Background: an optimization exercise with open tools, aiming at small area. Do not read the settings as production practice. Where RTL was checked, it was by simulation tests only, not by an equivalence proof against the original. No functional check of the RTL was part of run 2. Power and IR drop assume default switching activity.

==> flow/design.v, too long to show whole: its modules and the start of the top module <==
// module fft_peak_detect: 809 lines
// module fpd_fa: 10 lines
// module fpd_ha: 9 lines
// module fpd_xn: 7 lines
// module fpd_or: 7 lines
// module fpd_xo: 7 lines
// module fpd_nr: 7 lines
module fft_peak_detect #(
    parameter int width   = 16,
    parameter int N_2     = 5,
    parameter int SKIP_DC = 1
) (
    input  logic                 clk,
    input  logic                 reset,
    input  logic                 in_valid,
    input  logic [2*width-1:0]   in_data,
    input  logic [2*width-1:0]   threshold,
    output logic                 busy,
    output logic                 result_valid,
    input  logic                 result_ack,
    output logic [N_2-1:0]       peak_idx,
    output logic [2*width-1:0]   peak_mag,
    output logic                 peak_found
);
  // ...
==> flow/flow/run.sh <==
#!/bin/bash
set -e
export REMOVE_ABC_BUFFERS=1
export BUFFER_PORTS_ARGS="-buffer_cell sky130_fd_sc_hd__buf_1"
export CTS_ARGS="-sink_clustering_enable -repair_clock_nets -dont_use_dummy_load -root_buf sky130_fd_sc_hd__clkbuf_4 -buf_list sky130_fd_sc_hd__clkbuf_8 -sink_clustering_size 20"
bash standard.sh > standard.log 2>&1
==> flow/standard.sh <==
#!/bin/bash
# synth_recipe.tcl (not shown) runs the flow's synth.tcl, then flattens the netlist and writes it again
# the make line also repeats each setting of config.mk as NAME=value (left out here)
make -C /OpenROAD-flow-scripts/flow DESIGN_CONFIG=/design/flow/config.mk WORK_HOME=/design/flow/orfs CLKGATE_MAP_FILE= SYNTH_SCRIPT=/design/flow/synth_recipe.tcl "${@:-finish}"
==> flow/config.mk <==
export PLATFORM = sky130hd
export DESIGN_NAME = fft_peak_detect
export DESIGN_NICKNAME = fft_peak_detect
export VERILOG_FILES = /design/flow/design.v
export SDC_FILE = /design/flow/constraint.sdc
export NUM_CORES = 4
export LEC_CHECK = 0
export CAP_MARGIN = 0
export CORE_MARGIN = 2
export CORE_UTILIZATION = 75
export GPL_TIMING_DRIVEN = 0
export PLACE_DENSITY = 0.8
export SLEW_MARGIN = 0
export SYNTH_HIERARCHICAL = 1
==> flow/constraint.sdc <==
create_clock -name core_clock -period 8.0 [get_ports {clk}]
set_input_delay 1.6000 -clock core_clock [delete_from_list [all_inputs] [get_ports {clk}]]
set_output_delay 1.6000 -clock core_clock [all_outputs]
set_load 0.01 [all_outputs]
==> flow_metrics.py, run 1 <==
metrics = {
    "cells_and_area": {
        "regArea_um2": 1862,
        "seq_share_pct": 18.14,
        "final_nets": 1335,
        "diodes": 0,
        "final_common_cell": "nand2_1",
        "drive_above_1_share_pct": 3.786,
        "nonClkBufAreaFrac_pct": 4.303,
        "final_cell_mix": "nand2_1, fa_1, buf_1, nor2_1, inv_1",
    },
    "floorplan": {
        "core_um2": 12620,
        "die_area_um2": 13830,
    },
    "power_and_ir_drop": {
        "powerComb_mw": 3.31,
        "p_int_mw": 2.052,
        "combPwrFrac_pct": 81.8,
        "power_frac_clock_pct": 3.9,
    },
    "synth": {
        "yosys.cell_types.count": 59,
        "ys_warn_count": 7,
        "async_flop_share_pct": 0,
        "synth_xor_area_share_pct": 4.617,
        "synth_edf_count": 36,
    },
    "cts": {
        "holdBufCountCts": 0,
        "clk_pin_slew_worst_paths_ps": 90,
        "cts_tree": "done",
    },
    "route": {
        "via_count": 7162,
        "drc": 0,
    },
    "run_status": {
        "status": "no timing/DRC/antenna violations",
    },
    "job": {
        "cap_viol_max_count": 0,
    },
    "global_routing": {
        "grt_most_used_layer": "met2",
    },
    "setup_path": {
        "path_class": "primary input to register",
        "r2r-start": "r_max_mag[28]$_DFFE_PP_",
    },
    "min_path": {
        "min_to": "r_max_mag[0]$_DFFE_PP_",
    },
    "timing": {
        "finalWorstSetupSlack_ps": 272.6,
        "fmaxAchievable_mhz": 129.4,
    },
}
==> module fft_peak_detect, before the edit <==
module fft_peak_detect #(
    parameter int width   = 16,
    parameter int N_2     = 5,
    parameter int SKIP_DC = 1
) (
    input  logic                 clk,
    input  logic                 reset,
    input  logic                 in_valid,
    input  logic [2*width-1:0]   in_data,
    input  logic [2*width-1:0]   threshold,
    output logic                 busy,
    output logic                 result_valid,
    input  logic                 result_ack,
    output logic [N_2-1:0]       peak_idx,
    output logic [2*width-1:0]   peak_mag,
    output logic                 peak_found
);
    localparam int PW = 2 * width;
    logic [5:0]            r_pos;
    logic                  w_hold;
    logic [width-1:0]      w_re;
    logic [width-1:0]      w_im;
    logic [PW-1:0]         w_mag;
    logic [PW-1:0]         r_mag;       
    logic                  r_vld;       
    logic [3:0]            w_idx;       
    logic                  w_first;
    logic [PW:0]           w_gt;        
    logic                  w_upd;
    logic [PW-1:0]         r_max_mag;
    logic [3:0]            r_max_idx;
    logic                  w_sel;       
    assign w_hold = r_pos[5] & r_pos[1];
    always_ff @(posedge clk) begin
        if (!reset) begin
            r_pos <= '0;
        end else if (!r_pos[5]) begin
            r_pos <= r_pos + {5'd0, in_valid};
        end else if (!r_pos[1]) begin
            r_pos <= r_pos + 6'd1;
        end else if (result_ack) begin
            r_pos <= '0;
        end
    end
    assign busy         = (r_pos != '0) & !w_hold;
    assign result_valid = w_hold;
    assign w_re = in_data[PW-1:width];
    assign w_im = in_data[width-1:0];
    logic p1, p2, p3, p4, p5, p6, p7, p8, p9, p10, p11, p12;
    logic p13, p14, p15, p16, p17, p18, p19, p20, p21, p22, p23, p24;
    logic p25, p26, p27, p28, p29, p30, p31, p32, p33, p34, p35, p36;
    logic p37, p38, p39, p40, p41, p42, p43, p44, p45, p46, p47, p48;
    logic p49, p50, p51, p52, p53, p54, p55, p56, p57, p58, p59, p60;
    logic p61, p62, p63, p64, p65, p66, p67, p68, p69, p70, p71, p72;
    logic p73, p74, p75, p76, p77, p78, p79, p80, p81, p82, p83, p84;
    logic p85, p86, p87, p88, p89, p90, p91, p92, p93, p94, p95, p96;
    logic p97, p98, p99, p100, p101, p102, p103, p104, p105, p106, p107, p108;
    logic p109, p110, p111, p112, p113, p114, p115, p116, p117, p118, p119, p120;
    logic p121, p122, p123, p124, p125, p126, p127, p128, p129, p130, p131, p132;
    logic p133, p134, p135, p136, p137, p138, p139, p140, p141, p142, p143, p144;
    logic p145, p146, p147, p148, p149, p150, p151, p152, p153, p154, p155, p156;
    logic p157, p158, p159, p160, p161, p162, p163, p164, p165, p166, p167, p168;
    logic p169, p170, p171, p172, p173, p174, p175, p176, p177, p178, p179, p180;
    logic p181, p182, p183, p184, p185, p186, p187, p188, p189, p190, p191, p192;
    logic p193, p194, p195, p196, p197, p198, p199, p200, p201, p202, p203, p204;
    logic p205, p206, p207, p208, p209, p210, p211, p212, p213, p214, p215, p216;
    logic p217, p218, p219, p220, p221, p222, p223, p224, p225, p226, p227, p228;
    logic p229, p230, p231, p232, p233, p234, p235, p236, p237, p238, p239, p240;
    logic p241, p242, p243, p244, p245, p246, p247, p248, p249, p250, p251, p252;
    logic p253, p254, p255, p256, p257, p258, p259, p260, p261, p262, p263, p264;
    logic p265, p266, p267, p268, p269, p270, p271, p272, s273, c274, s275, c276;
    logic s277, c278, s279, c280, s281, c282, s283, c284, s285, c286, s287, c288;
    logic s289, c290, s291, c292, s293, c294, s295, c296, s297, c298, s299, c300;
    logic s301, c302, s303, c304, s305, c306, s307, c308, s309, c310, s311, c312;
    logic s313, c314, s315, c316, s317, c318, s319, c320, s321, c322, s323, c324;
    logic s325, c326, s327, c328, s329, c330, s331, c332, s333, c334, s335, c336;
    logic s337, c338, s339, c340, s341, c342, s343, c344, s345, c346, s347, c348;
    logic s349, c350, s351, c352, s353, c354, s355, c356, s357, c358, s359, c360;
    logic s361, c362, s363, c364, s365, c366, s367, c368, s369, c370, s371, c372;
    logic s373, c374, s375, c376, s377, c378, s379, c380, s381, c382, s383, c384;
    logic s385, c386, s387, c388, s389, c390, s391, c392, s393, c394, s395, c396;
    logic s397, c398, s399, c400, s401, c402, s403, c404, s405, c406, s407, c408;
    logic s409, c410, s411, c412, s413, c414, s415, c416, s417, c418, s419, c420;
    logic s421, c422, s423, c424, s425, c426, s427, c428, s429, c430, s431, c432;
    logic s433, c434, s435, c436, s437, c438, s439, c440, s441, c442, s443, c444;
    logic s445, c446, s447, c448, s449, c450, s451, c452, s453, c454, s455, c456;
    logic s457, c458, s459, c460, s461, c462, s463, c464, s465, c466, s467, c468;
    logic s469, c470, s471, c472, s473, c474, s475, c476, s477, c478, s479, c480;
    logic s481, c482, s483, c484, s485, c486, s487, c488, s489, c490, s491, c492;
    logic s493, c494, s495, c496, s497, c498, s499, c500, s501, c502, s503, c504;
    logic s505, c506, s507, c508, s509, c510, s511, c512, s513, c514, s515, c516;
    logic s517, c518, s519, c520, s521, c522, s523, c524, s525, c526, s527, c528;
    logic s529, c530, s531, c532, s533, c534, s535, c536, s537, c538, s539, c540;
    logic s541, c542, s543, c544, s545, c546, s547, c548, s549, c550, s551, c552;
    logic s553, c554, s555, c556, s557, c558, s559, c560, s561, c562, s563, c564;
    logic s565, c566, s567, c568, s569, c570, s571, c572, s573, c574, s575, c576;
    logic s577, c578, s579, c580, s581, c582, s583, c584, s585, c586, s587, c588;
    logic s589, c590, s591, c592, s593, c594, s595, c596, s597, c598, s599, c600;
    logic s601, c602, s603, c604, s605, c606, s607, c608, s609, c610, s611, c612;
    logic s613, c614, s615, c616, s617, c618, s619, c620, s621, c622, s623, c624;
    logic s625, c626, s627, c628, s629, c630, s631, c632, s633, c634, s635, c636;
    logic s637, c638, s639, c640, s641, c642, s643, c644, s645, c646, s647, c648;
    logic s649, c650, s651, c652, s653, c654, s655, c656, s657, c658, s659, c660;
    logic s661, c662, s663, c664, s665, c666, s667, c668, s669, c670, s671, c672;
    logic s673, c674, s675, c676, s677, c678, s679, c680, s681, c682, s683, c684;
    logic s685, c686, s687, c688, s689, c690, s691, c692, s693, c694, s695, c696;
    logic s697, c698, s699, c700, s701, c702, s703, c704, s705, c706, s707, c708;
    logic s709, c710, s711, c712, s713, c714, s715, c716, s717, c718, s719, c720;
    logic s721, c722, s723, c724, s725, c726, s727, c728, s729, c730, s731, c732;
    logic s733, c734, s735, c736, s737, c738, s739, c740, s741, c742, t743, g744;
    logic t745, g746, t747, g748, t749, g750, t751, g752, t753, g754, t755, g756;
    logic t757, g758, t759, g760, t761, g762, t763, g764, t765, g766, t767, g768;
    logic t769, g770, t771, g772, t773, g774, t775, g776, t777, g778, t779, g780;
    logic t781, g782, t783, g784, t785, g786, c787, g788, g789, q790, g791, q792;
    logic g793, q794, g795, q796, g797, q798, g799, q800, g801, q802, g803, q804;
    logic g805, q806, g807, q808, g809, q810, g811, q812, g813, q814, g815, q816;
    logic g817, q818, g819, q820, g821, q822, g823, q824, g825, q826, g827, q828;
    logic g829, q830, g831, q832, g833, q834, g835, q836, g837, q838, g839, q840;
    logic g841, q842, g843, q844, g845, q846, g847, q848, g849, q850, g851, q852;
    logic g853, q854, g855, q856, g857, q858, g859, q860, m861, m862, m863, m864;
    logic m865, m866, m867, m868, m869, m870, m871, m872, m873, m874, m875, m876;
    logic m877, m878, m879, m880, m881, m882;
    assign p1 = ~(w_re[0] & w_re[1]);
    assign p2 = ~(w_re[0] & w_re[2]);
    assign p3 = ~(w_re[0] & w_re[3]);
    assign p4 = ~(w_re[0] & w_re[4]);
    assign p5 = ~(w_re[0] & w_re[5]);
    assign p6 = ~(w_re[0] & w_re[6]);
    assign p7 = ~(w_re[0] & w_re[7]);
    assign p8 = ~(w_re[0] & w_re[8]);
    assign p9 = ~(w_re[0] & w_re[9]);
    assign p10 = ~(w_re[0] & w_re[10]);
    assign p11 = ~(w_re[0] & w_re[11]);
    assign p12 = ~(w_re[0] & w_re[12]);
    assign p13 = ~(w_re[0] & w_re[13]);
    assign p14 = ~(w_re[0] & w_re[14]);
    assign p15 = ~(w_re[1] & w_re[2]);
    assign p16 = ~(w_re[1] & w_re[3]);
    assign p17 = ~(w_re[1] & w_re[4]);
    assign p18 = ~(w_re[1] & w_re[5]);
    assign p19 = ~(w_re[1] & w_re[6]);
    assign p20 = ~(w_re[1] & w_re[7]);
    assign p21 = ~(w_re[1] & w_re[8]);
    assign p22 = ~(w_re[1] & w_re[9]);
    assign p23 = ~(w_re[1] & w_re[10]);
    assign p24 = ~(w_re[1] & w_re[11]);
    assign p25 = ~(w_re[1] & w_re[12]);
    assign p26 = ~(w_re[1] & w_re[13]);
    assign p27 = ~(w_re[1] & w_re[14]);
    assign p28 = ~(w_re[2] & w_re[3]);
    assign p29 = ~(w_re[2] & w_re[4]);
    assign p30 = ~(w_re[2] & w_re[5]);
    assign p31 = ~(w_re[2] & w_re[6]);
    assign p32 = ~(w_re[2] & w_re[7]);
    assign p33 = ~(w_re[2] & w_re[8]);
    assign p34 = ~(w_re[2] & w_re[9]);
    assign p35 = ~(w_re[2] & w_re[10]);
    assign p36 = ~(w_re[2] & w_re[11]);
    assign p37 = ~(w_re[2] & w_re[12]);
    assign p38 = ~(w_re[2] & w_re[13]);
    assign p39 = ~(w_re[2] & w_re[14]);
    assign p40 = ~(w_re[3] & w_re[4]);
    assign p41 = ~(w_re[3] & w_re[5]);
    assign p42 = ~(w_re[3] & w_re[6]);
    assign p43 = ~(w_re[3] & w_re[7]);
    assign p44 = ~(w_re[3] & w_re[8]);
    assign p45 = ~(w_re[3] & w_re[9]);
    assign p46 = ~(w_re[3] & w_re[10]);
    assign p47 = ~(w_re[3] & w_re[11]);
    assign p48 = ~(w_re[3] & w_re[12]);
    assign p49 = ~(w_re[3] & w_re[13]);
    assign p50 = ~(w_re[3] & w_re[14]);
    assign p51 = ~(w_re[4] & w_re[5]);
    assign p52 = ~(w_re[4] & w_re[6]);
    assign p53 = ~(w_re[4] & w_re[7]);
    assign p54 = ~(w_re[4] & w_re[8]);
    assign p55 = ~(w_re[4] & w_re[9]);
    assign p56 = ~(w_re[4] & w_re[10]);
    assign p57 = ~(w_re[4] & w_re[11]);
    assign p58 = ~(w_re[4] & w_re[12]);
    assign p59 = ~(w_re[4] & w_re[13]);
    assign p60 = ~(w_re[4] & w_re[14]);
    assign p61 = ~(w_re[5] & w_re[6]);
    assign p62 = ~(w_re[5] & w_re[7]);
    assign p63 = ~(w_re[5] & w_re[8]);
    assign p64 = ~(w_re[5] & w_re[9]);
    assign p65 = ~(w_re[5] & w_re[10]);
    assign p66 = ~(w_re[5] & w_re[11]);
    assign p67 = ~(w_re[5] & w_re[12]);
    assign p68 = ~(w_re[5] & w_re[13]);
    assign p69 = ~(w_re[5] & w_re[14]);
    assign p70 = ~(w_re[6] & w_re[7]);
    assign p71 = ~(w_re[6] & w_re[8]);
    assign p72 = ~(w_re[6] & w_re[9]);
    assign p73 = ~(w_re[6] & w_re[10]);
    assign p74 = ~(w_re[6] & w_re[11]);
    assign p75 = ~(w_re[6] & w_re[12]);
    assign p76 = ~(w_re[6] & w_re[13]);
    assign p77 = ~(w_re[6] & w_re[14]);
    assign p78 = ~(w_re[7] & w_re[8]);
    assign p79 = ~(w_re[7] & w_re[9]);
    assign p80 = ~(w_re[7] & w_re[10]);
    assign p81 = ~(w_re[7] & w_re[11]);
    assign p82 = ~(w_re[7] & w_re[12]);
    assign p83 = ~(w_re[7] & w_re[13]);
    assign p84 = ~(w_re[7] & w_re[14]);
    assign p85 = ~(w_re[8] & w_re[9]);
    assign p86 = ~(w_re[8] & w_re[10]);
    assign p87 = ~(w_re[8] & w_re[11]);
    assign p88 = ~(w_re[8] & w_re[12]);
    assign p89 = ~(w_re[8] & w_re[13]);
    assign p90 = ~(w_re[8] & w_re[14]);
    assign p91 = ~(w_re[9] & w_re[10]);
    assign p92 = ~(w_re[9] & w_re[11]);
    assign p93 = ~(w_re[9] & w_re[12]);
    assign p94 = ~(w_re[9] & w_re[13]);
    assign p95 = ~(w_re[9] & w_re[14]);
    assign p96 = ~(w_re[10] & w_re[11]);
    assign p97 = ~(w_re[10] & w_re[12]);
    assign p98 = ~(w_re[10] & w_re[13]);
    assign p99 = ~(w_re[10] & w_re[14]);
    assign p100 = ~(w_re[11] & w_re[12]);
    assign p101 = ~(w_re[11] & w_re[13]);
    assign p102 = ~(w_re[11] & w_re[14]);
    assign p103 = ~(w_re[12] & w_re[13]);
    assign p104 = ~(w_re[12] & w_re[14]);
    assign p105 = ~(w_re[13] & w_re[14]);
    assign p106 = ~w_re[0];
    assign p107 = ~w_re[1];
    assign p108 = ~w_re[2];
    assign p109 = ~w_re[3];
    assign p110 = ~w_re[4];
    assign p111 = ~w_re[5];
    assign p112 = ~w_re[6];
    assign p113 = ~w_re[7];
    assign p114 = ~w_re[8];
    assign p115 = ~w_re[9];
    assign p116 = ~w_re[10];
    assign p117 = ~w_re[11];
    assign p118 = ~w_re[12];
    assign p119 = ~w_re[13];
    assign p120 = ~w_re[14];
    assign p121 = (w_re[15] & w_re[0]);
    assign p122 = (w_re[15] & w_re[1]);
    assign p123 = (w_re[15] & w_re[2]);
    assign p124 = (w_re[15] & w_re[3]);
    assign p125 = (w_re[15] & w_re[4]);
    assign p126 = (w_re[15] & w_re[5]);
    assign p127 = (w_re[15] & w_re[6]);
    assign p128 = (w_re[15] & w_re[7]);
    assign p129 = (w_re[15] & w_re[8]);
    assign p130 = (w_re[15] & w_re[9]);
    assign p131 = (w_re[15] & w_re[10]);
    assign p132 = (w_re[15] & w_re[11]);
    assign p133 = (w_re[15] & w_re[12]);
    assign p134 = (w_re[15] & w_re[13]);
    assign p135 = (w_re[15] & w_re[14]);
    assign p136 = ~w_re[15];
    assign p137 = ~(w_im[0] & w_im[1]);
    assign p138 = ~(w_im[0] & w_im[2]);
    assign p139 = ~(w_im[0] & w_im[3]);
    assign p140 = ~(w_im[0] & w_im[4]);
    assign p141 = ~(w_im[0] & w_im[5]);
    assign p142 = ~(w_im[0] & w_im[6]);
    assign p143 = ~(w_im[0] & w_im[7]);
    assign p144 = ~(w_im[0] & w_im[8]);
    assign p145 = ~(w_im[0] & w_im[9]);
    assign p146 = ~(w_im[0] & w_im[10]);
    assign p147 = ~(w_im[0] & w_im[11]);
    assign p148 = ~(w_im[0] & w_im[12]);
    assign p149 = ~(w_im[0] & w_im[13]);
    assign p150 = ~(w_im[0] & w_im[14]);
    assign p151 = ~(w_im[1] & w_im[2]);
    assign p152 = ~(w_im[1] & w_im[3]);
    assign p153 = ~(w_im[1] & w_im[4]);
    assign p154 = ~(w_im[1] & w_im[5]);
    assign p155 = ~(w_im[1] & w_im[6]);
    assign p156 = ~(w_im[1] & w_im[7]);
    assign p157 = ~(w_im[1] & w_im[8]);
    assign p158 = ~(w_im[1] & w_im[9]);
    assign p159 = ~(w_im[1] & w_im[10]);
    assign p160 = ~(w_im[1] & w_im[11]);
    assign p161 = ~(w_im[1] & w_im[12]);
    assign p162 = ~(w_im[1] & w_im[13]);
    assign p163 = ~(w_im[1] & w_im[14]);
    assign p164 = ~(w_im[2] & w_im[3]);
    assign p165 = ~(w_im[2] & w_im[4]);
    assign p166 = ~(w_im[2] & w_im[5]);
    assign p167 = ~(w_im[2] & w_im[6]);
    assign p168 = ~(w_im[2] & w_im[7]);
    assign p169 = ~(w_im[2] & w_im[8]);
    assign p170 = ~(w_im[2] & w_im[9]);
    assign p171 = ~(w_im[2] & w_im[10]);
    assign p172 = ~(w_im[2] & w_im[11]);
    assign p173 = ~(w_im[2] & w_im[12]);
    assign p174 = ~(w_im[2] & w_im[13]);
    assign p175 = ~(w_im[2] & w_im[14]);
    assign p176 = ~(w_im[3] & w_im[4]);
    assign p177 = ~(w_im[3] & w_im[5]);
    assign p178 = ~(w_im[3] & w_im[6]);
    assign p179 = ~(w_im[3] & w_im[7]);
    assign p180 = ~(w_im[3] & w_im[8]);
    assign p181 = ~(w_im[3] & w_im[9]);
    assign p182 = ~(w_im[3] & w_im[10]);
    assign p183 = ~(w_im[3] & w_im[11]);
    assign p184 = ~(w_im[3] & w_im[12]);
    assign p185 = ~(w_im[3] & w_im[13]);
    assign p186 = ~(w_im[3] & w_im[14]);
    assign p187 = ~(w_im[4] & w_im[5]);
    assign p188 = ~(w_im[4] & w_im[6]);
    assign p189 = ~(w_im[4] & w_im[7]);
    assign p190 = ~(w_im[4] & w_im[8]);
    assign p191 = ~(w_im[4] & w_im[9]);
    assign p192 = ~(w_im[4] & w_im[10]);
    assign p193 = ~(w_im[4] & w_im[11]);
    assign p194 = ~(w_im[4] & w_im[12]);
    assign p195 = ~(w_im[4] & w_im[13]);
    assign p196 = ~(w_im[4] & w_im[14]);
    assign p197 = ~(w_im[5] & w_im[6]);
    assign p198 = ~(w_im[5] & w_im[7]);
    assign p199 = ~(w_im[5] & w_im[8]);
    assign p200 = ~(w_im[5] & w_im[9]);
    assign p201 = ~(w_im[5] & w_im[10]);
    assign p202 = ~(w_im[5] & w_im[11]);
    assign p203 = ~(w_im[5] & w_im[12]);
    assign p204 = ~(w_im[5] & w_im[13]);
    assign p205 = ~(w_im[5] & w_im[14]);
    assign p206 = ~(w_im[6] & w_im[7]);
    assign p207 = ~(w_im[6] & w_im[8]);
    assign p208 = ~(w_im[6] & w_im[9]);
    assign p209 = ~(w_im[6] & w_im[10]);
    assign p210 = ~(w_im[6] & w_im[11]);
    assign p211 = ~(w_im[6] & w_im[12]);
    assign p212 = ~(w_im[6] & w_im[13]);
    assign p213 = ~(w_im[6] & w_im[14]);
    assign p214 = ~(w_im[7] & w_im[8]);
    assign p215 = ~(w_im[7] & w_im[9]);
    assign p216 = ~(w_im[7] & w_im[10]);
    assign p217 = ~(w_im[7] & w_im[11]);
    assign p218 = ~(w_im[7] & w_im[12]);
    assign p219 = ~(w_im[7] & w_im[13]);
    assign p220 = ~(w_im[7] & w_im[14]);
    assign p221 = ~(w_im[8] & w_im[9]);
    assign p222 = ~(w_im[8] & w_im[10]);
    assign p223 = ~(w_im[8] & w_im[11]);
    assign p224 = ~(w_im[8] & w_im[12]);
    assign p225 = ~(w_im[8] & w_im[13]);
    assign p226 = ~(w_im[8] & w_im[14]);
    assign p227 = ~(w_im[9] & w_im[10]);
    assign p228 = ~(w_im[9] & w_im[11]);
    assign p229 = ~(w_im[9] & w_im[12]);
    assign p230 = ~(w_im[9] & w_im[13]);
    assign p231 = ~(w_im[9] & w_im[14]);
    assign p232 = ~(w_im[10] & w_im[11]);
    assign p233 = ~(w_im[10] & w_im[12]);
    assign p234 = ~(w_im[10] & w_im[13]);
    assign p235 = ~(w_im[10] & w_im[14]);
    assign p236 = ~(w_im[11] & w_im[12]);
    assign p237 = ~(w_im[11] & w_im[13]);
    assign p238 = ~(w_im[11] & w_im[14]);
    assign p239 = ~(w_im[12] & w_im[13]);
    assign p240 = ~(w_im[12] & w_im[14]);
    assign p241 = ~(w_im[13] & w_im[14]);
    assign p242 = ~w_im[0];
    assign p243 = ~w_im[1];
    assign p244 = ~w_im[2];
    assign p245 = ~w_im[3];
    assign p246 = ~w_im[4];
    assign p247 = ~w_im[5];
    assign p248 = ~w_im[6];
    assign p249 = ~w_im[7];
    assign p250 = ~w_im[8];
    assign p251 = ~w_im[9];
    assign p252 = ~w_im[10];
    assign p253 = ~w_im[11];
    assign p254 = ~w_im[12];
    assign p255 = ~w_im[13];
    assign p256 = ~w_im[14];
    assign p257 = (w_im[15] & w_im[0]);
    assign p258 = (w_im[15] & w_im[1]);
    assign p259 = (w_im[15] & w_im[2]);
    assign p260 = (w_im[15] & w_im[3]);
    assign p261 = (w_im[15] & w_im[4]);
    assign p262 = (w_im[15] & w_im[5]);
    assign p263 = (w_im[15] & w_im[6]);
    assign p264 = (w_im[15] & w_im[7]);
    assign p265 = (w_im[15] & w_im[8]);
    assign p266 = (w_im[15] & w_im[9]);
    assign p267 = (w_im[15] & w_im[10]);
    assign p268 = (w_im[15] & w_im[11]);
    assign p269 = (w_im[15] & w_im[12]);
    assign p270 = (w_im[15] & w_im[13]);
    assign p271 = (w_im[15] & w_im[14]);
    assign p272 = ~w_im[15];
    fpd_xn u_s273 (.a(p11), .b(p23), .y(s273));
    fpd_or u_c274 (.a(p11), .b(p23), .y(c274));
    fpd_fa u_s275 (.a(p13), .b(p25), .c(p36), .s(s275), .co(c276));
    fpd_xn u_s277 (.a(p46), .b(p55), .y(s277));
    fpd_or u_c278 (.a(p46), .b(p55), .y(c278));
    fpd_fa u_s279 (.a(p14), .b(p26), .c(p37), .s(s279), .co(c280));
    fpd_xn u_s281 (.a(p47), .b(p56), .y(s281));
    fpd_or u_c282 (.a(p47), .b(p56), .y(c282));
    fpd_fa u_s283 (.a(p27), .b(p38), .c(p48), .s(s283), .co(c284));
    fpd_fa u_s285 (.a(p57), .b(p65), .c(p72), .s(s285), .co(c286));
    fpd_fa u_s287 (.a(p78), .b(p114), .c(p121), .s(s287), .co(c288));
    fpd_xn u_s289 (.a(p163), .b(p174), .y(s289));
    fpd_or u_c290 (.a(p163), .b(p174), .y(c290));
    fpd_fa u_s291 (.a(p39), .b(p49), .c(p58), .s(s291), .co(c292));
    fpd_fa u_s293 (.a(p66), .b(p73), .c(p79), .s(s293), .co(c294));
    fpd_fa u_s295 (.a(p122), .b(p175), .c(p185), .s(s295), .co(c296));
    fpd_fa u_s297 (.a(p50), .b(p59), .c(p67), .s(s297), .co(c298));
    fpd_fa u_s299 (.a(p74), .b(p80), .c(p85), .s(s299), .co(c300));
    fpd_fa u_s301 (.a(p115), .b(p123), .c(p186), .s(s301), .co(c302));
    fpd_fa u_s303 (.a(p60), .b(p68), .c(p75), .s(s303), .co(c304));
    fpd_fa u_s305 (.a(p69), .b(p76), .c(p82), .s(s305), .co(c306));
    fpd_xn u_s307 (.a(p7), .b(p19), .y(s307));
    fpd_or u_c308 (.a(p7), .b(p19), .y(c308));
    fpd_fa u_s309 (.a(p9), .b(p21), .c(p32), .s(s309), .co(c310));
    fpd_xn u_s311 (.a(p42), .b(p51), .y(s311));
    fpd_or u_c312 (.a(p42), .b(p51), .y(c312));
    fpd_fa u_s313 (.a(p10), .b(p22), .c(p33), .s(s313), .co(c314));
    fpd_xn u_s315 (.a(p43), .b(p52), .y(s315));
    fpd_or u_c316 (.a(p43), .b(p52), .y(c316));
    fpd_fa u_s317 (.a(s273), .b(p34), .c(p44), .s(s317), .co(c318));
    fpd_fa u_s319 (.a(p53), .b(p61), .c(p112), .s(s319), .co(c320));
    fpd_fa u_s321 (.a(p147), .b(p159), .c(p170), .s(s321), .co(c322));
    fpd_fa u_s323 (.a(c274), .b(p12), .c(p24), .s(s323), .co(c324));
    fpd_fa u_s325 (.a(p35), .b(p45), .c(p54), .s(s325), .co(c326));
    fpd_fa u_s327 (.a(p62), .b(p148), .c(p160), .s(s327), .co(c328));
    fpd_xn u_s329 (.a(p171), .b(p181), .y(s329));
    fpd_or u_c330 (.a(p171), .b(p181), .y(c330));
    fpd_fa u_s331 (.a(s275), .b(s277), .c(p63), .s(s331), .co(c332));
    fpd_fa u_s333 (.a(p70), .b(p113), .c(p149), .s(s333), .co(c334));
    fpd_fa u_s335 (.a(p161), .b(p172), .c(p182), .s(s335), .co(c336));
    fpd_fa u_s337 (.a(p191), .b(p199), .c(p206), .s(s337), .co(c338));
    fpd_fa u_s339 (.a(c276), .b(c278), .c(s279), .s(s339), .co(c340));
    fpd_fa u_s341 (.a(s281), .b(p64), .c(p71), .s(s341), .co(c342));
    fpd_fa u_s343 (.a(p150), .b(p162), .c(p173), .s(s343), .co(c344));
    fpd_fa u_s345 (.a(p183), .b(p192), .c(p200), .s(s345), .co(c346));
    fpd_fa u_s347 (.a(c280), .b(c282), .c(s283), .s(s347), .co(c348));
    fpd_fa u_s349 (.a(s285), .b(s287), .c(s289), .s(s349), .co(c350));
    fpd_fa u_s351 (.a(p184), .b(p193), .c(p201), .s(s351), .co(c352));
    fpd_fa u_s353 (.a(p208), .b(p214), .c(p250), .s(s353), .co(c354));
    fpd_fa u_s355 (.a(c284), .b(c286), .c(c288), .s(s355), .co(c356));
    fpd_fa u_s357 (.a(c290), .b(s291), .c(s293), .s(s357), .co(c358));
    fpd_fa u_s359 (.a(s295), .b(p194), .c(p202), .s(s359), .co(c360));
    fpd_fa u_s361 (.a(p209), .b(p215), .c(p258), .s(s361), .co(c362));
    fpd_fa u_s363 (.a(c292), .b(c294), .c(c296), .s(s363), .co(c364));
    fpd_fa u_s365 (.a(s297), .b(s299), .c(s301), .s(s365), .co(c366));
    fpd_fa u_s367 (.a(p195), .b(p203), .c(p210), .s(s367), .co(c368));
    fpd_fa u_s369 (.a(p216), .b(p221), .c(p251), .s(s369), .co(c370));
    fpd_fa u_s371 (.a(c298), .b(c300), .c(c302), .s(s371), .co(c372));
    fpd_fa u_s373 (.a(s303), .b(p81), .c(p86), .s(s373), .co(c374));
    fpd_fa u_s375 (.a(p124), .b(p196), .c(p204), .s(s375), .co(c376));
    fpd_fa u_s377 (.a(p211), .b(p217), .c(p222), .s(s377), .co(c378));
    fpd_fa u_s379 (.a(c304), .b(s305), .c(p87), .s(s379), .co(c380));
    fpd_fa u_s381 (.a(p91), .b(p116), .c(p125), .s(s381), .co(c382));
    fpd_fa u_s383 (.a(p205), .b(p212), .c(p218), .s(s383), .co(c384));
    fpd_fa u_s385 (.a(p223), .b(p227), .c(p252), .s(s385), .co(c386));
    fpd_fa u_s387 (.a(c306), .b(p77), .c(p83), .s(s387), .co(c388));
    fpd_fa u_s389 (.a(p88), .b(p92), .c(p126), .s(s389), .co(c390));
    fpd_fa u_s391 (.a(p213), .b(p219), .c(p224), .s(s391), .co(c392));
    fpd_fa u_s393 (.a(p84), .b(p89), .c(p93), .s(s393), .co(c394));
    fpd_fa u_s395 (.a(p96), .b(p117), .c(p127), .s(s395), .co(c396));
    fpd_fa u_s397 (.a(p220), .b(p225), .c(p229), .s(s397), .co(c398));
    fpd_fa u_s399 (.a(p90), .b(p94), .c(p97), .s(s399), .co(c400));
    fpd_fa u_s401 (.a(p95), .b(p98), .c(p100), .s(s401), .co(c402));
    fpd_fa u_s403 (.a(p5), .b(p17), .c(p28), .s(s403), .co(c404));
    fpd_xn u_s405 (.a(p6), .b(p18), .y(s405));
    fpd_or u_c406 (.a(p6), .b(p18), .y(c406));
    fpd_fa u_s407 (.a(s307), .b(p30), .c(p40), .s(s407), .co(c408));
    fpd_fa u_s409 (.a(p110), .b(p143), .c(p155), .s(s409), .co(c410));
    fpd_fa u_s411 (.a(c308), .b(p8), .c(p20), .s(s411), .co(c412));
    fpd_fa u_s413 (.a(p31), .b(p41), .c(p144), .s(s413), .co(c414));
    fpd_xn u_s415 (.a(p156), .b(p167), .y(s415));
    fpd_or u_c416 (.a(p156), .b(p167), .y(c416));
    fpd_fa u_s417 (.a(s309), .b(s311), .c(p111), .s(s417), .co(c418));
    fpd_fa u_s419 (.a(p145), .b(p157), .c(p168), .s(s419), .co(c420));
    fpd_fa u_s421 (.a(p178), .b(p187), .c(p247), .s(s421), .co(c422));
    fpd_fa u_s423 (.a(c310), .b(c312), .c(s313), .s(s423), .co(c424));
    fpd_fa u_s425 (.a(s315), .b(p146), .c(p158), .s(s425), .co(c426));
    fpd_fa u_s427 (.a(p169), .b(p179), .c(p188), .s(s427), .co(c428));
    fpd_fa u_s429 (.a(c314), .b(c316), .c(s317), .s(s429), .co(c430));
    fpd_fa u_s431 (.a(s319), .b(s321), .c(p180), .s(s431), .co(c432));
    fpd_fa u_s433 (.a(p189), .b(p197), .c(p248), .s(s433), .co(c434));
    fpd_fa u_s435 (.a(c318), .b(c320), .c(c322), .s(s435), .co(c436));
    fpd_fa u_s437 (.a(s323), .b(s325), .c(s327), .s(s437), .co(c438));
    fpd_fa u_s439 (.a(s329), .b(p190), .c(p198), .s(s439), .co(c440));
    fpd_fa u_s441 (.a(c324), .b(c326), .c(c328), .s(s441), .co(c442));
    fpd_fa u_s443 (.a(c330), .b(s331), .c(s333), .s(s443), .co(c444));
    fpd_fa u_s445 (.a(s335), .b(s337), .c(p249), .s(s445), .co(c446));
    fpd_fa u_s447 (.a(c332), .b(c334), .c(c336), .s(s447), .co(c448));
    fpd_fa u_s449 (.a(c338), .b(s339), .c(s341), .s(s449), .co(c450));
    fpd_fa u_s451 (.a(s343), .b(s345), .c(p207), .s(s451), .co(c452));
    fpd_fa u_s453 (.a(c340), .b(c342), .c(c344), .s(s453), .co(c454));
    fpd_fa u_s455 (.a(c346), .b(s347), .c(s349), .s(s455), .co(c456));
    fpd_fa u_s457 (.a(s351), .b(s353), .c(p257), .s(s457), .co(c458));
    fpd_fa u_s459 (.a(c348), .b(c350), .c(c352), .s(s459), .co(c460));
    fpd_fa u_s461 (.a(c354), .b(s355), .c(s357), .s(s461), .co(c462));
    fpd_ha u_s463 (.a(s359), .b(s361), .s(s463), .co(c464));
    fpd_fa u_s465 (.a(c356), .b(c358), .c(c360), .s(s465), .co(c466));
    fpd_fa u_s467 (.a(c362), .b(s363), .c(s365), .s(s467), .co(c468));
    fpd_fa u_s469 (.a(s367), .b(s369), .c(p259), .s(s469), .co(c470));
    fpd_fa u_s471 (.a(c364), .b(c366), .c(c368), .s(s471), .co(c472));
    fpd_fa u_s473 (.a(c370), .b(s371), .c(s373), .s(s473), .co(c474));
    fpd_fa u_s475 (.a(s375), .b(s377), .c(p260), .s(s475), .co(c476));
    fpd_fa u_s477 (.a(c372), .b(c374), .c(c376), .s(s477), .co(c478));
    fpd_fa u_s479 (.a(c378), .b(s379), .c(s381), .s(s479), .co(c480));
    fpd_fa u_s481 (.a(s383), .b(s385), .c(p261), .s(s481), .co(c482));
    fpd_fa u_s483 (.a(c380), .b(c382), .c(c384), .s(s483), .co(c484));
    fpd_fa u_s485 (.a(c386), .b(s387), .c(s389), .s(s485), .co(c486));
    fpd_fa u_s487 (.a(s391), .b(p228), .c(p262), .s(s487), .co(c488));
    fpd_fa u_s489 (.a(c388), .b(c390), .c(c392), .s(s489), .co(c490));
    fpd_fa u_s491 (.a(s393), .b(s395), .c(s397), .s(s491), .co(c492));
    fpd_fa u_s493 (.a(p232), .b(p253), .c(p263), .s(s493), .co(c494));
    fpd_fa u_s495 (.a(c394), .b(c396), .c(c398), .s(s495), .co(c496));
    fpd_fa u_s497 (.a(s399), .b(p128), .c(p226), .s(s497), .co(c498));
    fpd_fa u_s499 (.a(p230), .b(p233), .c(p264), .s(s499), .co(c500));
    fpd_fa u_s501 (.a(c400), .b(s401), .c(p118), .s(s501), .co(c502));
    fpd_fa u_s503 (.a(p129), .b(p231), .c(p234), .s(s503), .co(c504));
    fpd_fa u_s505 (.a(p236), .b(p254), .c(p265), .s(s505), .co(c506));
    fpd_fa u_s507 (.a(c402), .b(p99), .c(p101), .s(s507), .co(c508));
    fpd_fa u_s509 (.a(p130), .b(p235), .c(p237), .s(s509), .co(c510));
    fpd_fa u_s511 (.a(p102), .b(p103), .c(p119), .s(s511), .co(c512));
    fpd_fa u_s513 (.a(p131), .b(p238), .c(p239), .s(s513), .co(c514));
    fpd_fa u_s515 (.a(p3), .b(p15), .c(p108), .s(s515), .co(c516));
    fpd_xn u_s517 (.a(p4), .b(p16), .y(s517));
    fpd_or u_c518 (.a(p4), .b(p16), .y(c518));
    fpd_fa u_s519 (.a(s403), .b(p109), .c(p141), .s(s519), .co(c520));
    fpd_xn u_s521 (.a(p153), .b(p164), .y(s521));
    fpd_or u_c522 (.a(p153), .b(p164), .y(c522));
    fpd_fa u_s523 (.a(c404), .b(s405), .c(p29), .s(s523), .co(c524));
    fpd_fa u_s525 (.a(p142), .b(p154), .c(p165), .s(s525), .co(c526));
    fpd_fa u_s527 (.a(c406), .b(s407), .c(s409), .s(s527), .co(c528));
    fpd_fa u_s529 (.a(p166), .b(p176), .c(p246), .s(s529), .co(c530));
    fpd_fa u_s531 (.a(c408), .b(c410), .c(s411), .s(s531), .co(c532));
    fpd_fa u_s533 (.a(s413), .b(s415), .c(p177), .s(s533), .co(c534));
    fpd_fa u_s535 (.a(c412), .b(c414), .c(c416), .s(s535), .co(c536));
    fpd_fa u_s537 (.a(s417), .b(s419), .c(s421), .s(s537), .co(c538));
    fpd_fa u_s539 (.a(c418), .b(c420), .c(c422), .s(s539), .co(c540));
    fpd_fa u_s541 (.a(s423), .b(s425), .c(s427), .s(s541), .co(c542));
    fpd_fa u_s543 (.a(c424), .b(c426), .c(c428), .s(s543), .co(c544));
    fpd_fa u_s545 (.a(s429), .b(s431), .c(s433), .s(s545), .co(c546));
    fpd_fa u_s547 (.a(c430), .b(c432), .c(c434), .s(s547), .co(c548));
    fpd_fa u_s549 (.a(s435), .b(s437), .c(s439), .s(s549), .co(c550));
    fpd_fa u_s551 (.a(c436), .b(c438), .c(c440), .s(s551), .co(c552));
    fpd_fa u_s553 (.a(s441), .b(s443), .c(s445), .s(s553), .co(c554));
    fpd_fa u_s555 (.a(c442), .b(c444), .c(c446), .s(s555), .co(c556));
    fpd_fa u_s557 (.a(s447), .b(s449), .c(s451), .s(s557), .co(c558));
    fpd_fa u_s559 (.a(c448), .b(c450), .c(c452), .s(s559), .co(c560));
    fpd_fa u_s561 (.a(s453), .b(s455), .c(s457), .s(s561), .co(c562));
    fpd_fa u_s563 (.a(c454), .b(c456), .c(c458), .s(s563), .co(c564));
    fpd_fa u_s565 (.a(s459), .b(s461), .c(s463), .s(s565), .co(c566));
    fpd_fa u_s567 (.a(c460), .b(c462), .c(c464), .s(s567), .co(c568));
    fpd_fa u_s569 (.a(s465), .b(s467), .c(s469), .s(s569), .co(c570));
    fpd_fa u_s571 (.a(c466), .b(c468), .c(c470), .s(s571), .co(c572));
    fpd_fa u_s573 (.a(s471), .b(s473), .c(s475), .s(s573), .co(c574));
    fpd_fa u_s575 (.a(c472), .b(c474), .c(c476), .s(s575), .co(c576));
    fpd_fa u_s577 (.a(s477), .b(s479), .c(s481), .s(s577), .co(c578));
    fpd_fa u_s579 (.a(c478), .b(c480), .c(c482), .s(s579), .co(c580));
    fpd_fa u_s581 (.a(s483), .b(s485), .c(s487), .s(s581), .co(c582));
    fpd_fa u_s583 (.a(c484), .b(c486), .c(c488), .s(s583), .co(c584));
    fpd_fa u_s585 (.a(s489), .b(s491), .c(s493), .s(s585), .co(c586));
    fpd_fa u_s587 (.a(c490), .b(c492), .c(c494), .s(s587), .co(c588));
    fpd_fa u_s589 (.a(s495), .b(s497), .c(s499), .s(s589), .co(c590));
    fpd_fa u_s591 (.a(c496), .b(c498), .c(c500), .s(s591), .co(c592));
    fpd_fa u_s593 (.a(s501), .b(s503), .c(s505), .s(s593), .co(c594));
    fpd_fa u_s595 (.a(c502), .b(c504), .c(c506), .s(s595), .co(c596));
    fpd_fa u_s597 (.a(s507), .b(s509), .c(p266), .s(s597), .co(c598));
    fpd_fa u_s599 (.a(c508), .b(c510), .c(s511), .s(s599), .co(c600));
    fpd_fa u_s601 (.a(s513), .b(p255), .c(p267), .s(s601), .co(c602));
    fpd_fa u_s603 (.a(c512), .b(c514), .c(p104), .s(s603), .co(c604));
    fpd_fa u_s605 (.a(p132), .b(p240), .c(p268), .s(s605), .co(c606));
    fpd_fa u_s607 (.a(p105), .b(p120), .c(p133), .s(s607), .co(c608));
    fpd_fa u_s609 (.a(p241), .b(p256), .c(p269), .s(s609), .co(c610));
    fpd_xn u_s611 (.a(p1), .b(p107), .y(s611));
    fpd_or u_c612 (.a(p1), .b(p107), .y(c612));
    fpd_xn u_s613 (.a(s515), .b(p139), .y(s613));
    fpd_or u_c614 (.a(s515), .b(p139), .y(c614));
    fpd_fa u_s615 (.a(c516), .b(s517), .c(p140), .s(s615), .co(c616));
    fpd_fa u_s617 (.a(c518), .b(s519), .c(s521), .s(s617), .co(c618));
    fpd_fa u_s619 (.a(c520), .b(c522), .c(s523), .s(s619), .co(c620));
    fpd_fa u_s621 (.a(c524), .b(c526), .c(s527), .s(s621), .co(c622));
    fpd_fa u_s623 (.a(c528), .b(c530), .c(s531), .s(s623), .co(c624));
    fpd_fa u_s625 (.a(c532), .b(c534), .c(s535), .s(s625), .co(c626));
    fpd_fa u_s627 (.a(c536), .b(c538), .c(s539), .s(s627), .co(c628));
    fpd_fa u_s629 (.a(c540), .b(c542), .c(s543), .s(s629), .co(c630));
    fpd_fa u_s631 (.a(c544), .b(c546), .c(s547), .s(s631), .co(c632));
    fpd_fa u_s633 (.a(c548), .b(c550), .c(s551), .s(s633), .co(c634));
    fpd_fa u_s635 (.a(c552), .b(c554), .c(s555), .s(s635), .co(c636));
    fpd_fa u_s637 (.a(c556), .b(c558), .c(s559), .s(s637), .co(c638));
    fpd_fa u_s639 (.a(c560), .b(c562), .c(s563), .s(s639), .co(c640));
    fpd_fa u_s641 (.a(c564), .b(c566), .c(s567), .s(s641), .co(c642));
    fpd_fa u_s643 (.a(c568), .b(c570), .c(s571), .s(s643), .co(c644));
    fpd_fa u_s645 (.a(c572), .b(c574), .c(s575), .s(s645), .co(c646));
    fpd_fa u_s647 (.a(c576), .b(c578), .c(s579), .s(s647), .co(c648));
    fpd_fa u_s649 (.a(c580), .b(c582), .c(s583), .s(s649), .co(c650));
    fpd_fa u_s651 (.a(c584), .b(c586), .c(s587), .s(s651), .co(c652));
    fpd_fa u_s653 (.a(c588), .b(c590), .c(s591), .s(s653), .co(c654));
    fpd_fa u_s655 (.a(c592), .b(c594), .c(s595), .s(s655), .co(c656));
    fpd_fa u_s657 (.a(c596), .b(c598), .c(s599), .s(s657), .co(c658));
    fpd_fa u_s659 (.a(c600), .b(c602), .c(s603), .s(s659), .co(c660));
    fpd_fa u_s661 (.a(c604), .b(c606), .c(s607), .s(s661), .co(c662));
    fpd_fa u_s663 (.a(c608), .b(c610), .c(p134), .s(s663), .co(c664));
    fpd_fa u_s665 (.a(p135), .b(p136), .c(p271), .s(s665), .co(c666));
    fpd_xn u_s667 (.a(s611), .b(p137), .y(s667));
    fpd_or u_c668 (.a(s611), .b(p137), .y(c668));
    fpd_fa u_s669 (.a(c612), .b(p2), .c(p138), .s(s669), .co(c670));
    fpd_fa u_s671 (.a(s613), .b(p151), .c(p244), .s(s671), .co(c672));
    fpd_fa u_s673 (.a(c614), .b(s615), .c(p152), .s(s673), .co(c674));
    fpd_fa u_s675 (.a(c616), .b(s617), .c(p245), .s(s675), .co(c676));
    fpd_fa u_s677 (.a(c618), .b(s619), .c(s525), .s(s677), .co(c678));
    fpd_fa u_s679 (.a(c620), .b(s621), .c(s529), .s(s679), .co(c680));
    fpd_fa u_s681 (.a(c622), .b(s623), .c(s533), .s(s681), .co(c682));
    fpd_fa u_s683 (.a(c624), .b(s625), .c(s537), .s(s683), .co(c684));
    fpd_fa u_s685 (.a(c626), .b(s627), .c(s541), .s(s685), .co(c686));
    fpd_fa u_s687 (.a(c628), .b(s629), .c(s545), .s(s687), .co(c688));
    fpd_fa u_s689 (.a(c630), .b(s631), .c(s549), .s(s689), .co(c690));
    fpd_fa u_s691 (.a(c632), .b(s633), .c(s553), .s(s691), .co(c692));
    fpd_fa u_s693 (.a(c634), .b(s635), .c(s557), .s(s693), .co(c694));
    fpd_fa u_s695 (.a(c636), .b(s637), .c(s561), .s(s695), .co(c696));
    fpd_fa u_s697 (.a(c638), .b(s639), .c(s565), .s(s697), .co(c698));
    fpd_fa u_s699 (.a(c640), .b(s641), .c(s569), .s(s699), .co(c700));
    fpd_fa u_s701 (.a(c642), .b(s643), .c(s573), .s(s701), .co(c702));
    fpd_fa u_s703 (.a(c644), .b(s645), .c(s577), .s(s703), .co(c704));
    fpd_fa u_s705 (.a(c646), .b(s647), .c(s581), .s(s705), .co(c706));
    fpd_fa u_s707 (.a(c648), .b(s649), .c(s585), .s(s707), .co(c708));
    fpd_fa u_s709 (.a(c650), .b(s651), .c(s589), .s(s709), .co(c710));
    fpd_fa u_s711 (.a(c652), .b(s653), .c(s593), .s(s711), .co(c712));
    fpd_fa u_s713 (.a(c654), .b(s655), .c(s597), .s(s713), .co(c714));
    fpd_fa u_s715 (.a(c656), .b(s657), .c(s601), .s(s715), .co(c716));
    fpd_fa u_s717 (.a(c658), .b(s659), .c(s605), .s(s717), .co(c718));
    fpd_fa u_s719 (.a(c660), .b(s661), .c(s609), .s(s719), .co(c720));
    fpd_fa u_s721 (.a(c662), .b(s663), .c(p270), .s(s721), .co(c722));
    fpd_fa u_s723 (.a(c664), .b(s665), .c(p272), .s(s723), .co(c724));
    fpd_xn u_s725 (.a(p106), .b(p242), .y(s725));
    fpd_or u_c726 (.a(p106), .b(p242), .y(c726));
    fpd_xn u_s727 (.a(s667), .b(p243), .y(s727));
    fpd_or u_c728 (.a(s667), .b(p243), .y(c728));
    fpd_fa u_s729 (.a(c668), .b(s669), .c(c728), .s(s729), .co(c730));
    fpd_fa u_s731 (.a(c670), .b(s671), .c(c730), .s(s731), .co(c732));
    fpd_fa u_s733 (.a(c672), .b(s673), .c(c732), .s(s733), .co(c734));
    fpd_fa u_s735 (.a(c674), .b(s675), .c(c734), .s(s735), .co(c736));
    fpd_fa u_s737 (.a(c676), .b(s677), .c(c736), .s(s737), .co(c738));
    fpd_fa u_s739 (.a(c678), .b(s679), .c(c738), .s(s739), .co(c740));
    fpd_fa u_s741 (.a(c680), .b(s681), .c(c740), .s(s741), .co(c742));
    fpd_xo u_t743 (.a(c682), .b(s683), .y(t743));
    fpd_nr u_g744 (.a(c682), .b(s683), .y(g744));
    fpd_xo u_t745 (.a(c684), .b(s685), .y(t745));
    fpd_nr u_g746 (.a(c684), .b(s685), .y(g746));
    fpd_xo u_t747 (.a(c686), .b(s687), .y(t747));
    fpd_nr u_g748 (.a(c686), .b(s687), .y(g748));
    fpd_xo u_t749 (.a(c688), .b(s689), .y(t749));
    fpd_nr u_g750 (.a(c688), .b(s689), .y(g750));
    fpd_xo u_t751 (.a(c690), .b(s691), .y(t751));
    fpd_nr u_g752 (.a(c690), .b(s691), .y(g752));
    fpd_xo u_t753 (.a(c692), .b(s693), .y(t753));
    fpd_nr u_g754 (.a(c692), .b(s693), .y(g754));
    fpd_xo u_t755 (.a(c694), .b(s695), .y(t755));
    fpd_nr u_g756 (.a(c694), .b(s695), .y(g756));
    fpd_xo u_t757 (.a(c696), .b(s697), .y(t757));
    fpd_nr u_g758 (.a(c696), .b(s697), .y(g758));
    fpd_xo u_t759 (.a(c698), .b(s699), .y(t759));
    fpd_nr u_g760 (.a(c698), .b(s699), .y(g760));
    fpd_xo u_t761 (.a(c700), .b(s701), .y(t761));
    fpd_nr u_g762 (.a(c700), .b(s701), .y(g762));
    fpd_xo u_t763 (.a(c702), .b(s703), .y(t763));
    fpd_nr u_g764 (.a(c702), .b(s703), .y(g764));
    fpd_xo u_t765 (.a(c704), .b(s705), .y(t765));
    fpd_nr u_g766 (.a(c704), .b(s705), .y(g766));
    fpd_xo u_t767 (.a(c706), .b(s707), .y(t767));
    fpd_nr u_g768 (.a(c706), .b(s707), .y(g768));
    fpd_xo u_t769 (.a(c708), .b(s709), .y(t769));
    fpd_nr u_g770 (.a(c708), .b(s709), .y(g770));
    fpd_xo u_t771 (.a(c710), .b(s711), .y(t771));
    fpd_nr u_g772 (.a(c710), .b(s711), .y(g772));
    fpd_xo u_t773 (.a(c712), .b(s713), .y(t773));
    fpd_nr u_g774 (.a(c712), .b(s713), .y(g774));
    fpd_xo u_t775 (.a(c714), .b(s715), .y(t775));
    fpd_nr u_g776 (.a(c714), .b(s715), .y(g776));
    fpd_xo u_t777 (.a(c716), .b(s717), .y(t777));
    fpd_nr u_g778 (.a(c716), .b(s717), .y(g778));
    fpd_xo u_t779 (.a(c718), .b(s719), .y(t779));
    fpd_nr u_g780 (.a(c718), .b(s719), .y(g780));
    fpd_xo u_t781 (.a(c720), .b(s721), .y(t781));
    fpd_nr u_g782 (.a(c720), .b(s721), .y(g782));
    fpd_xo u_t783 (.a(c722), .b(s723), .y(t783));
    fpd_nr u_g784 (.a(c722), .b(s723), .y(g784));
    fpd_xo u_t785 (.a(c724), .b(c666), .y(t785));
    fpd_nr u_g786 (.a(c724), .b(c666), .y(g786));
    assign c787 = ~c742;
    assign g788 = g744 | (t743 & c787);
    assign g789 = g746 | (t745 & g788);
    assign q790 = t745 & t743;
    assign g791 = g750 | (t749 & g748);
    assign q792 = t749 & t747;
    assign g793 = g754 | (t753 & g752);
    assign q794 = t753 & t751;
    assign g795 = g758 | (t757 & g756);
    assign q796 = t757 & t755;
    assign g797 = g762 | (t761 & g760);
    assign q798 = t761 & t759;
    assign g799 = g766 | (t765 & g764);
    assign q800 = t765 & t763;
    assign g801 = g770 | (t769 & g768);
    assign q802 = t769 & t767;
    assign g803 = g774 | (t773 & g772);
    assign q804 = t773 & t771;
    assign g805 = g778 | (t777 & g776);
    assign q806 = t777 & t775;
    assign g807 = g782 | (t781 & g780);
    assign q808 = t781 & t779;
    assign g809 = g786 | (t785 & g784);
    assign q810 = t785 & t783;
    assign g811 = g791 | (q792 & g789);
    assign q812 = q792 & q790;
    assign g813 = g795 | (q796 & g793);
    assign q814 = q796 & q794;
    assign g815 = g799 | (q800 & g797);
    assign q816 = q800 & q798;
    assign g817 = g803 | (q804 & g801);
    assign q818 = q804 & q802;
    assign g819 = g807 | (q808 & g805);
    assign q820 = q808 & q806;
    assign g821 = g813 | (q814 & g811);
    assign q822 = q814 & q812;
    assign g823 = g817 | (q818 & g815);
    assign q824 = q818 & q816;
    assign g825 = g823 | (q824 & g821);
    assign q826 = q824 & q822;
    assign g827 = g815 | (q816 & g821);
    assign q828 = q816 & q822;
    assign g829 = g819 | (q820 & g825);
    assign q830 = q820 & q826;
    assign g831 = g793 | (q794 & g811);
    assign q832 = q794 & q812;
    assign g833 = g797 | (q798 & g821);
    assign q834 = q798 & q822;
    assign g835 = g801 | (q802 & g827);
    assign q836 = q802 & q828;
    assign g837 = g805 | (q806 & g825);
    assign q838 = q806 & q826;
    assign g839 = g809 | (q810 & g829);
    assign q840 = q810 & q830;
    assign g841 = g748 | (t747 & g789);
    assign q842 = t747 & q790;
    assign g843 = g752 | (t751 & g811);
    assign q844 = t751 & q812;
    assign g845 = g756 | (t755 & g831);
    assign q846 = t755 & q832;
    assign g847 = g760 | (t759 & g821);
    assign q848 = t759 & q822;
    assign g849 = g764 | (t763 & g833);
    assign q850 = t763 & q834;
    assign g851 = g768 | (t767 & g827);
    assign q852 = t767 & q828;
    assign g853 = g772 | (t771 & g835);
    assign q854 = t771 & q836;
    assign g855 = g776 | (t775 & g825);
    assign q856 = t775 & q826;
    assign g857 = g780 | (t779 & g837);
    assign q858 = t779 & q838;
    assign g859 = g784 | (t783 & g829);
    assign q860 = t783 & q830;
    assign m861 = t743 ^ c787;
    assign m862 = t745 ^ g788;
    assign m863 = t747 ^ g789;
    assign m864 = t749 ^ g841;
    assign m865 = t751 ^ g811;
    assign m866 = t753 ^ g843;
    assign m867 = t755 ^ g831;
    assign m868 = t757 ^ g845;
    assign m869 = t759 ^ g821;
    assign m870 = t761 ^ g847;
    assign m871 = t763 ^ g833;
    assign m872 = t765 ^ g849;
    assign m873 = t767 ^ g827;
    assign m874 = t769 ^ g851;
    assign m875 = t771 ^ g835;
    assign m876 = t773 ^ g853;
    assign m877 = t775 ^ g825;
    assign m878 = t777 ^ g855;
    assign m879 = t779 ^ g837;
    assign m880 = t781 ^ g857;
    assign m881 = t783 ^ g829;
    assign m882 = t785 ^ g859;
    assign w_mag = {m882, m881, m880, m879, m878, m877, m876, m875, m874, m873, m872, m871, m870, m869, m868, m867, m866, m865, m864, m863, m862, m861, ~s741, ~s739, ~s737, ~s735, ~s733, ~s731, ~s729, ~s727, ~c726, ~s725};
    assign w_sel = in_valid && (r_pos[5:4] == 2'd0) && (r_pos[3:0] != 4'd0);
    always_ff @(posedge clk) begin
        r_mag <= w_sel ? w_mag : threshold;
        r_vld <= reset && w_sel;
    end
    assign w_idx   = r_pos[3:0] - 4'd1;
    assign w_first = (r_pos[3:0] == 4'd2);
    assign w_gt[0] = !r_vld;
    for (genvar i = 0; i < PW; i++) begin : g_cmp
        assign w_gt[i+1] = (r_mag[i] & ~r_max_mag[i]) | ((r_mag[i] | ~r_max_mag[i]) & w_gt[i]);
    end
    assign w_upd = r_vld && (w_first || w_gt[PW]);
    always_ff @(posedge clk) begin
        if (w_upd) begin
            r_max_mag <= r_mag;
            r_max_idx <= w_idx;
        end
    end
    assign peak_mag   = r_max_mag;
    assign peak_idx   = {1'b0, r_max_idx};
    assign peak_found = !w_gt[PW];
endmodule
==> run 2, diff against run 1 <==
--- a/flow/design.v
+++ b/flow/design.v
@@ -21,7 +21,8 @@
     logic [width-1:0]      w_re;
     logic [width-1:0]      w_im;
     logic [PW-1:0]         w_mag;
-    logic [PW-1:0]         r_mag;       
+    logic [PW-1:0]         r_magn;      
+    logic [PW-1:0]         w_cand;      
     logic                  r_vld;       
     logic [3:0]            w_idx;       
     logic                  w_first;
@@ -787,19 +788,20 @@
     assign w_mag = {m882, m881, m880, m879, m878, m877, m876, m875, m874, m873, m872, m871, m870, m869, m868, m867, m866, m865, m864, m863, m862, m861, ~s741, ~s739, ~s737, ~s735, ~s733, ~s731, ~s729, ~s727, ~c726, ~s725};
     assign w_sel = in_valid && (r_pos[5:4] == 2'd0) && (r_pos[3:0] != 4'd0);
     always_ff @(posedge clk) begin
-        r_mag <= w_sel ? w_mag : threshold;
+        r_magn <= ~(w_sel ? w_mag : threshold);
         r_vld <= reset && w_sel;
     end
     assign w_idx   = r_pos[3:0] - 4'd1;
     assign w_first = (r_pos[3:0] == 4'd2);
+    assign w_cand  = ~r_magn;
     assign w_gt[0] = !r_vld;
     for (genvar i = 0; i < PW; i++) begin : g_cmp
-        assign w_gt[i+1] = (r_mag[i] & ~r_max_mag[i]) | ((r_mag[i] | ~r_max_mag[i]) & w_gt[i]);
+        assign w_gt[i+1] = (w_cand[i] & ~r_max_mag[i]) | ((w_cand[i] | ~r_max_mag[i]) & w_gt[i]);
     end
     assign w_upd = r_vld && (w_first || w_gt[PW]);
     always_ff @(posedge clk) begin
         if (w_upd) begin
-            r_max_mag <= r_mag;
+            r_max_mag <= w_cand;
             r_max_idx <= w_idx;
         end
     end
==> flow_metrics.py, run 2 <==
metrics = {
    "setup_path": {
        "r2r-start": "r_max_mag[28]$_DFFE_PP_",
        "r2r_cells": 8,
        "critPathMostFrequentCell": "fa_1",
        "max_stage_delay_ps": 570,
        "critical_path_required_ps": 8280,
        "worstPathArrival_ps": 7950,
        "cp-end-kind": "register",
        "start_kind": "primary input",
        "critPathSlowestCell": "fa_1",
        "endpoint": "r_magn[31]$_DFF_P_",
        "crit_path_max_fanout": 15,
        "path_class": "primary input to register",
        "critical_path.startpoint": "in_data[19]",
        "rr_endpoint": "r_max_mag[4]$_DFFE_PP_",
        "r2r_slack_ps": 4820,
    },
    "synth": {
        "synth_top_area_share_pct": 45.06,
        "ys_warn_count": 7,
        "yosysMostFrequentCell": "nand2_1",
        "synth_edf_count": 36,
        "syn_avg_cell_area_um2": 9.960,
        "yosysTopAreaCell": "fa_1",
        "synth_area_leaders": "fa_1, edfxtp_1, nand2_1, dfxtp_1, nor2_1",
        "synth_seq_cells": 75,
        "yosysSeqAreaShare_pct": 19.31,
        "yosys.cell_types.count": 50,
        "syn_inst": 968,
        "ys.flop_type": "dfxtp_1",
        "async_flop_share_pct": 0,
        "yosys-top-cells-count": "nand2_1, fa_1, nor2_1",
        "syn_area_um2": 9642,
    },
    "route": {
        "first_pass_iters": 7,
        "drc": 0,
        "wl_per_cell_um": 18.89,
        "vias_per_cell": 6.091,
        "ant_nets": 0,
        "via_count": 7419,
        "drt_iter0_drc": 646,
        "routed_wl_um": 23010,
    },
    "placed_design": {
        "port_buffers": 106,
        "hpwl_um": 18040,
        "gp_congestion": 0.9736,
    },
    "floorplan": {
        "fp.dieW_um": 117.4,
        "rows": 41,
        "start_util_pct": 76.71,
        "die_area_um2": 13780,
        "core_um2": 12570,
        "die_y_um": 117.4,
        "io_pins": 108,
    },
    "cells_and_area": {
        "diodes": 0,
        "drive_above_1_share_pct": 4.015,
        "num-fill-cells": 792,
        "multiInputGateArea_um2": 7388,
        "syn_to_final_growth_pct": 7.085,
        "reg_top3": "r_magn (32), r_max_mag (32), r_pos (6)",
        "regArea_um2": 1862,
        "final_cell_mix": "nand2_1, fa_1, nor2_1, buf_1, inv_1",
        "final_nets": 1351,
        "final_common_cell": "nand2_1",
        "postLayoutCoreUtil_pct": 82.15,
    },
    "timing": {
        "worst_hold_slack_ps": 476.4,
        "finalMaxSlewViolations": 0,
        "finalHoldViolations": 0,
        "final.setup.tns_ps": 0,
        "skew_ps": 22.36,
        "max_slew.worst_pin.slew_ps": 1001,
        "layout_worst_path_cycle_share_pct": 95.88,
        "period_minus_slack_ps": 7671,
        "fmaxAchievable_mhz": 130.4,
        "setup-violations-final": 0,
        "slew_headroom_pct": 33.29,
    },
    "power_and_ir_drop": {
        "ir_worst_vdd_mv": 0.2689,
        "p_total_mw": 4.160,
        "p_leak_nw": 4.041,
        "power.density_nw_per_um2": 402.9,
    },
    "global_routing": {
        "gr-usage-all-layers_pct": 35.04,
        "grt_pass1_wl_um": 37570,
        "first_global_vias": 7722,
        "antenna_found_initial": 0,
        "grt_max_degree": 36,
        "grt_overflow": 0,
    },
    "cts": {
        "cts_buffers": 9,
        "clockBufferDepth": 2,
        "clk_pin_slew_worst_paths_ps": 100,
        "holdBufCountCts": 0,
        "cts_htree_levels": 3,
        "ctsRootBufferMaster": "clkbuf_4",
        "clock_latency_ps": 400,
        "cts_tree": "done",
        "cts_sinks": 75,
    },
    "job": {
        "cap_viol_max_count": 0,
    },
    "min_path": {
        "min_path_cells": 1,
        "hp-class": "register to register",
    },
    "run_status": {
        "status": "no timing/DRC/antenna violations",
    },
}
[run 2: changes by cell type in the layout (fill, tap and decap cells not counted), moves of 7 or more]
| cell | before | now |
|---|---|---|
| nand2_1 | 244 | 232 |
| nor2b_1 | 7 | 0 |
| nand2b_1 | 12 | 2 |
| buf_6 | 0 | 7 |
| buf_1 | 103 | 93 |
| nor2_1 | 73 | 100 |
| mux2_2 | 12 | 0 |
| o21ai_0 | 30 | 14 |
| a21oi_1 | 7 | 32 |
| mux2i_1 | 1 | 13 |
[run 2: area by class of cell]
class | count | share of cell area [%]
repair buffers | 111 | 5.017
inverters | 73 | 2.654
flip-flops and latches | 75 | 18.03
well taps | 172 | 2.084
multi-input cells | 778 | 71.56
clock buffers | 9 | 0.6544
[run 2: how the worst min path moves through the flow]
| stage | startpoint | end |
|---|---|---|
| final | r_magn[29]$_DFF_P_ | r_max_mag[29]$_DFFE_PP_ |
| after detailed placement | r_magn[6]$_DFF_P_ | r_max_mag[6]$_DFFE_PP_ |
| after global routing | r_magn[29]$_DFF_P_ | r_max_mag[29]$_DFFE_PP_ |
| after global placement | r_magn[0]$_DFF_P_ | r_max_mag[0]$_DFFE_PP_ |
| after floorplan | r_magn[29]$_DFF_P_ | r_max_mag[29]$_DFFE_PP_ |
| after CTS | r_magn[29]$_DFF_P_ | r_max_mag[29]$_DFFE_PP_ |
[run 2: what timing repair did]
item	in CTS	in global routing
pin swaps	0	10
resized for setup	12	21
endpoints found under the hold margin	0	0
endpoints found under the setup margin	5	3
setup buffers	0	2
[run 2: Yosys stat by module, one instance, submodules excluded]
module | area, um2 | cells inside | flops+latches
fpd_or | 6.256 | 1 | 0
fpd_fa | 20.02 | 1 | 0
fpd_nr | 3.754 | 1 | 0
fft_peak_detect | 4758 | 673 | 75
fpd_ha | 12.51 | 1 | 0
fpd_xo | 8.758 | 1 | 0
fpd_xn | 8.758 | 1 | 0
[run 2: logic make-up (layout without fill, tap and decap cells)]
kind of cell,count (synthesis),after routing,synth area share [%]
XOR/XNOR,51,51,4.633
AND/OR/NAND/NOR,378,378,15.95
buffers and inverters,115,193,4.529
multiplexers,13,13,1.350
AO/OA/AOI/OAI,98,98,6.592
adder cells (fa/ha/maj),237,237,47.60
other,1,1,0.03889
flip-flops,75,75,19.31
[run 2: layer usage]
| metal | up-vias | global-route usage (%) | wire length, um |
|---|---|---|---|
| li1 | 3204 | - | - |
| met1 | 3701 | 45.71 | 8665 |
| met2 | 459 | 59.10 | 11560 |
| met3 | 55 | 6.274 | 2090 |
| met4 | 0 | 14.16 | 691 |
| met5 | - | 0 | 0 |
[run 2: through the flow]
stage / worst slack [ps] / std cells / instance area (um2)
4_1_cts: 10.82 / 1216 / 10250
5_1_grt: -16.27 / 1218 / 10320
2_1_floorplan: 405.7 / 926 / 9479
3_3_place_gp: -868.1 / 1204 / 10090
3_5_place_dp: -852.7 / 1207 / 10160
6_report: 329.4 / 1218 / 10320
[run 2: where the power goes]
group	internal (mW)	switching [mW]	total [mW]
Clock	0.0524	0.107	0.159
Sequential	0.509	0.0714	0.580
Combinational	1.53	1.89	3.42
Total	2.09	2.07	4.16
[run 2: worst max-delay path: cells and delay by family]
family          cells  cell delay (ps)
buf+inv             2              220
compound gates      7             1380
simple gates        6              590
fa+ha+maj          11             4020
xor+xnor            1              150

## port drivers added, routing unchanged
The results above use ideal ports. As a check the final layouts listed here were re-extracted and re-timed, cells and wires unchanged. Step 1 sets driving cells, clkbuf_16 on the clock port and buf_2 on the other inputs (assumed; they add their load-dependent delay and slew). Step 2 times the ports against the registers' clock, not the clock port: input delays grow and output delays shrink by t, the midpoint of the rising clock arrivals with the driver on. Three values: ideal ports, drivers, drivers and shift; two values: the first two.
run	shift t [ns]	setup slack, ns	latest minus earliest clock arrival (ns)	worst slew at a driven data input, ns
run 1	0.432	0.273 / 0.275 / -0.157	0.031 / 0.031	0.04
run 2	0.415	0.329 / 0.318 / -0.098	0.022 / 0.023	0.04
With both steps, setup timing fails in run 1 and run 2, where it was met with ideal ports. The setup slack of run 1, which loses most, moves by +0.002 ns with the drivers and by -0.430 ns with both steps.
